Source: an optimization exercise on an open RTL-to-GDS flow (aim: small area, a short achievable clock period and few clock cycles per item). Production flows keep margins and buffers that such runs may drop.
Only simulation tests tie the RTL to the original design; equivalence was not proved.

// oflow_match
module oflow_match (
	input  logic        clk,
	input  logic        reset_N,
	input  logic        start,
	input  logic        hist_we,
	input  logic [1:0]  hist_addr,
	input  logic [9:0]  hist_x_tl,
	input  logic [9:0]  hist_y_tl,
	input  logic [9:0]  hist_x_br,
	input  logic [9:0]  hist_y_br,
	input  logic [9:0]  cur_x_tl,
	input  logic [9:0]  cur_y_tl,
	input  logic [9:0]  cur_x_br,
	input  logic [9:0]  cur_y_br,
	output logic        done,
	output logic        busy,
	output logic [1:0]  best_idx,
	output logic [15:0] best_cost,
	output logic        no_match
);
	function automatic logic [9:0] span(input logic [9:0] tl, input logic [9:0] br);
		span = (br > tl) ? (br - tl) : 10'd0;
	endfunction
	function automatic logic [1:0] qsel(input logic [4:0] a, input logic [4:0] b, input logic [4:0] m);
		logic [3:0] s, c, y;
		s = a[4:1] ^ b[4:1] ^ m[4:1];
		c = (a[3:0] & b[3:0]) | (a[3:0] & m[3:0]) | (b[3:0] & m[3:0]);
		y = s + c;
		qsel = {!y[3], y[3] && (y != 4'hf)};
	endfunction
	function automatic logic sgn3(input logic [7:0] a, input logic [7:0] b, input logic [7:0] k);
		logic [7:0] s;
		s = a + b + k;
		sgn3 = s[7];
	endfunction
	logic [39:0] hist_q [4];
	logic [3:0]  hval_q;
	always_ff @(posedge clk) begin
		if (hist_we)
			hist_q[hist_addr] <= {hist_x_tl, hist_y_tl, hist_x_br, hist_y_br};
	end
	always_ff @(posedge clk or posedge reset_N) begin
		if (reset_N)
			hval_q <= 4'b0;
		else if (hist_we)
			hval_q[hist_addr] <= 1'b1;
	end
	logic       go;
	logic [3:0] ov;            
	logic [3:0] rem_q;         
	logic [2:0] hold_q;        
	logic [3:0] pend;          
	logic [1:0] s0_ix;         
	logic       ent;           
	assign go = start && !busy;
	always_comb begin
		for (int i = 0; i < 4; i++)
			ov[i] = hval_q[i] &&
			        (cur_x_br > hist_q[i][39:30]) && (hist_q[i][19:10] > cur_x_tl) &&
			        (cur_y_br > hist_q[i][29:20]) && (hist_q[i][9:0]   > cur_y_tl);
	end
	assign pend  = go ? ov : rem_q;
	assign s0_ix = pend[0] ? 2'd0 : pend[1] ? 2'd1 : pend[2] ? 2'd2 : 2'd3;
	assign ent   = (go || (busy && hold_q == 3'd0)) && (pend != 4'b0000);
	always_ff @(posedge clk or posedge reset_N) begin
		if (reset_N) begin
			rem_q  <= 4'b0000;
			hold_q <= 3'd0;
		end else if (go || busy) begin
  ...
export LEC_CHECK = 0
export CAP_MARGIN = 20
export CORE_MARGIN = 2
export CORE_UTILIZATION = 40
export SETUP_SLACK_MARGIN = 1.5
export SLEW_MARGIN = 20
export TNS_END_PERCENT = 100
create_clock -name core_clock -period 9.0 [get_ports {clk}]
run.sh (not shown) runs the stock make flow with config.mk's settings and CLKGATE_MAP_FILE= SYNTH_SCRIPT=/design/flow/synth_recipe.tcl, a recipe that flattens the netlist after the stock synthesis.
The starting point finished with timing, DRC and antenna clean.
Testbench counts at the start, summed over its fixed seeds: cycles 4,034, runs 512.
==> next run, changes <==
- SETUP_SLACK_MARGIN: 1.5 -> 1.0
What happened:
- via count shrinks slightly
- design area shrinks slightly
- routed wire length shrinks slightly
- worst setup slack gets worse by 330 ps
- area after synthesis stays the same
- sequential share of layout area grows by 0.11 points
- clock skew hardly moves
- core utilization shrinks by 0.47 points
==> next run, changes <==
- SETUP_SLACK_MARGIN: 1.0 -> unset
- TNS_END_PERCENT: 100 -> unset
Effect: Global-route usage stays the same; wire length hardly moves; synthesized cell count does not change; area after synthesis stays the same; flip-flop and latch count does not change; final area stays flat; fmax decreases by a few percent; worst setup slack gets worse by 370 ps.
==> next run, changes <==
- SETUP_SLACK_MARGIN: unset -> 2.0
- TNS_END_PERCENT: unset -> 100
The changed run went through all stages and came out clean. Critical path depth came out higher by 1. First-iteration DRC count falls by 5.8%. Setup slack gains 1100 ps. Final area rose by 4.7%. Count of clock-buffer cells in the layout climbs by 5. Sequential cell count does not change. Worst hold slack improved by 4.2 ps. Final cell count rises by about 1.8%. Non-clock buffer count rose by 105.

---

Another version of the RTL of oflow_match (not shown whole).
For scale: roughly 4600 cells after synthesis, ~420 flip-flops, ~110 I/O pins, ~42000 um2 of cells after synthesis.
// oflow_match
module oflow_match (
	input  logic        clk,
	input  logic        reset_N,
	input  logic        start,
	input  logic        hist_we,
	input  logic [1:0]  hist_addr,
	input  logic [9:0]  hist_x_tl,
	input  logic [9:0]  hist_y_tl,
	input  logic [9:0]  hist_x_br,
	input  logic [9:0]  hist_y_br,
	input  logic [9:0]  cur_x_tl,
	input  logic [9:0]  cur_y_tl,
	input  logic [9:0]  cur_x_br,
	input  logic [9:0]  cur_y_br,
	output logic        done,
	output logic        busy,
	output logic [1:0]  best_idx,
	output logic [15:0] best_cost,
	output logic        no_match
);
	function automatic logic [9:0] span(input logic [9:0] tl, input logic [9:0] br);
		span = (br > tl) ? (br - tl) : 10'd0;
	endfunction
	function automatic logic [1:0] qsel(input logic [4:0] a, input logic [4:0] b, input logic [4:0] m);
		logic [3:0] s, c, y;
		s = a[4:1] ^ b[4:1] ^ m[4:1];
		c = (a[3:0] & b[3:0]) | (a[3:0] & m[3:0]) | (b[3:0] & m[3:0]);
		y = s + c;
		qsel = {!y[3], y[3] && (y != 4'hf)};
	endfunction
	function automatic logic sgn3(input logic [7:0] a, input logic [7:0] b, input logic [7:0] k);
		logic [7:0] s;
		s = a + b + k;
		sgn3 = s[7];
	endfunction
  ...
make LEC_CHECK=0 CAP_MARGIN=20 CORE_MARGIN=2 CORE_UTILIZATION=40 SETUP_SLACK_MARGIN=2.0 SLEW_MARGIN=20 TNS_END_PERCENT=100 finish   # period 9.0 ns
The starting point produced a clean layout.
Testbench counts at the start, summed over its fixed seeds: cycles 4,034, runs 512.
Then changed:
SETUP_SLACK_MARGIN = 2.5   (was 2.0)
After rerunning: The new run finished with timing, DRC and antenna clean. Global-route usage rose by 0.27 points. Cell area grows by 5.8%. Critical path depth climbs by 5.

[what the ideal ports hide]
The results above use ideal ports. As a check the final layouts listed here were re-extracted and re-timed, cells and wires unchanged. Step 1: set_driving_cell puts a clkbuf_16 on clk and a buf_2 on each other input, an assumption about the parent block. Step 2 times the ports against the registers' clock, not the clock port: input delays grow and output delays shrink by t, the midpoint of the rising clock arrivals with the driver on. a / b / c = no drivers / after step 1 / after step 2; a / b = the first two.
run	t (ns)	setup slack, ns	worst setup path at the end
the first run of note 1	0.665	1.735 / 1.780 / 1.115	input to register
the second run of note 1	0.660	1.407 / 1.359 / 0.792	input to register
the third run of note 1	0.660	1.037 / 1.037 / 0.713	input to register
the fourth run of note 1	0.690	2.094 / 2.094 / 1.546	input to register
the first run of note 2	0.669	2.165 / 2.145 / 1.476	input to register
the second run of note 2	0.696	2.437 / 2.437 / 2.020	input to register
After both steps every run listed still meets setup and hold. The setup slack of the first run of note 2, which loses most, moves by -0.020 ns with the drivers and by -0.689 ns with both steps.
